What follows belongs to an exercise in optimizing a design on an open flow for small area, a short achievable clock period and few clock cycles per item; a production flow would make more cautious choices.
In this exercise RTL edits were held to simulation tests only and were not proved equivalent to the original.
Power figures rest on the tool's default switching activity, not on a simulated workload.

== job 1798 ==
// fp_mul_rr_sched
module fp_mul_rr_sched #(
  parameter int NEXP  = 8,
  parameter int NSIG  = 23,
  parameter int NREQ  = 4,
  parameter int IDW   = $clog2(NREQ),
  parameter int NFLAG = 6
) (
  input  logic                           clk,
  input  logic                           rst_n,
  input  logic [NREQ-1:0]                req_valid,
  output logic [NREQ-1:0]                req_ready,
  input  logic [NREQ*(NEXP+NSIG+1)-1:0]  req_a,
  input  logic [NREQ*(NEXP+NSIG+1)-1:0]  req_b,
  input  logic [NREQ*3-1:0]              req_rnd,
  output logic                           rsp_valid,
  input  logic                           rsp_ready,
  output logic [NEXP+NSIG:0]             rsp_p,
  output logic [NFLAG-1:0]               rsp_flags,
  output logic [IDW-1:0]                 rsp_id,
  output logic                           busy
);
  localparam int W = NEXP + NSIG + 1;
  logic            v2, adv2, adv3, take, room;
  logic [IDW-1:0]  s1Id, predIdx;
  logic [NREQ-1:0] ptrOh, s1Oh, choiceOh, nextOh, predOh, ptrNext;
  logic [NREQ-1:0] s1Mask, predMask;
  logic            go;
  assign adv3 = !rsp_valid || rsp_ready;
  assign adv2 = !v2 || adv3;
  assign busy = v2 || rsp_valid;
  function automatic logic [NREQ-1:0] rr_first(input logic [NREQ-1:0] v,
                                               input logic [NREQ-1:0] startOh);
    logic [NREQ-1:0] r;
    logic            hit, clear;
    for (int i = 0; i < NREQ; i++) begin
      hit = 1'b0;
  ...
Settings: LEC_CHECK=0, CAP_MARGIN=20, CORE_MARGIN=2, CORE_UTILIZATION=40, SLEW_MARGIN=20, SYNTH_HIERARCHICAL=1; clock period 18.0 ns.
standard.sh (not shown) runs the stock make flow with config.mk's settings and CLKGATE_MAP_FILE= SYNTH_SCRIPT=/design/flow/synth_recipe.tcl, a recipe that flattens the netlist after the stock synthesis.
==> flow/flow/run.sh <==
#!/bin/bash
# Standard ORFS layout (the standard.sh), with plain buffers on the ports
# instead of the delay cells buffer_ports picks by default, and with timing
# repair asked to keep a setup margin, so that it works on the paths that set
# the achieved period rather than stopping once the 18 ns clock is met.
set -euo pipefail
export BUFFER_PORTS_ARGS="-buffer_cell sky130_fd_sc_hd__buf_1"
export SETUP_SLACK_MARGIN=10
export RECOVER_POWER=100
bash standard.sh finish > standard_flow.log 2>&1
[flow] job 1798 | stages: complete | final checks: fail | reason: capacitance limit, slew limit
Testbench counts of job 1798, summed over its fixed seeds: cycles 14,682, items 12,800.
Changes in job 6575 relative to job 1798:
Settings: CORE_UTILIZATION changed from 40 to 60.
diff --git a/flow/flow/run.sh b/flow/flow/run.sh
--- a/flow/flow/run.sh
+++ b/flow/flow/run.sh
@@ -9 +8,0 @@
-export RECOVER_POWER=100
### Flow results
Job 6575 | stages: all done | timing, DRC, antenna: all pass. Against job 1798, register-to-register slack in job 6575 came out better. Job 6575 vs job 1798: source-to-sink clock delay at the later pin of the worst-skew pair down in job 6575. Diff job 1798 -> job 6575 | critical path depth | decrease of 14. As far as power is concerned, job 1798 and job 6575 perform about the same. Post-CTS setup-driven buffer insertion count is higher on job 6575. Longest individual stage delay on the worst path, job 6575 and job 1798: larger value in job 1798. Job 6575 ends up with a post-placement worst setup slack that is 8.8 ps lower than in job 1798. | tightest slew margin relative to the limit | job 6575 vs job 1798 | better |. Setup WNS job 1798 -> job 6575: better.
Here is what was changed in the inputs of job 9183 compared with job 6575.
Settings: CORE_UTILIZATION now 70, was 60.
### Flow results
- Layout overhead on the synthesized area: job 6575 vs job 9183, no meaningful difference
- | register share of the cell area | job 9183 vs job 6575 | ≈ equal |
- The global-route wire length before repair reported for job 9183 is greater than that of job 6575 by 3200 µm.
- Area taken by flip-flops and latches: job 6575 vs job 9183, no meaningful difference
- Job 9183 vs job 6575 — weighted congestion at the end of routability-driven global placement rose 0.059.
- Job 9183 vs. job 6575: wire length picked up an extra 2300 µm; period utilization closely matched the old numbers.
What job 7757 does differently from job 9183 at the input level:
Settings: swapping 70 for 40 in CORE_UTILIZATION.
[summary]
- As far as final cycle utilization of the critical path is concerned, job 9183 and job 7757 perform about the same.
- Going from job 9183 to job 7757, number of global-route vias before repair shrank by a few percent.
- Clock-buffer cell count: job 7757 vs job 9183 identical
- In the final reports, the cell area of job 7757 is larger than that of job 9183.
- Compared with job 9183, job 7757 shows total length of routed wires that has gone up by a few percent.
- In the floorplan summary, job 7757 is listed with a die area greater than that of job 9183.
- Clock skew across job 9183 and job 7757: no real change.
- As of job 7757, met2 wire length had risen by a little under 10% compared to job 9183.
- As far as number of distinct standard cells referenced by the synthesized netlist goes, job 7757 and job 9183 are indistinguishable; the numbers are identical.

[static timing again, ports no longer ideal]
The flow's constraints put no driver on any port. The routed layouts listed below were extracted and timed again, unchanged, in two steps.
Step 1 (the two cells are an assumption about what drives the block):
set clk [get_ports {clk}]
set_driving_cell -lib_cell sky130_fd_sc_hd__clkbuf_16 $clk
set_driving_cell -lib_cell sky130_fd_sc_hd__buf_2 [delete_from_list [all_inputs] $clk]
Step 2 also shifts input and output timing later by t, the mid clock arrival at the registers, as if the neighbouring blocks saw the same clock.
Slacks: ideal ports / drivers / drivers and shift; pairs: ideal ports / drivers.
run	t, ns	setup WS [ns]	worst hold slack (ns)	worst slew at a driven data input, ns
job 1798	0.550	8.175 / 8.175 / 8.175	0.410 / 0.410 / 0.410	0.19
job 6575	0.523	10.021 / 9.980 / 9.980	0.416 / 0.416 / 0.416	0.10
job 9183	0.522	10.041 / 9.995 / 9.995	0.410 / 0.410 / 0.410	0.10
job 7757	0.552	10.029 / 9.985 / 9.985	0.410 / 0.410 / 0.410	0.19
For job 9183, which loses most, drivers alone change the setup slack by -0.046 ns; drivers and shift together by -0.046 ns.
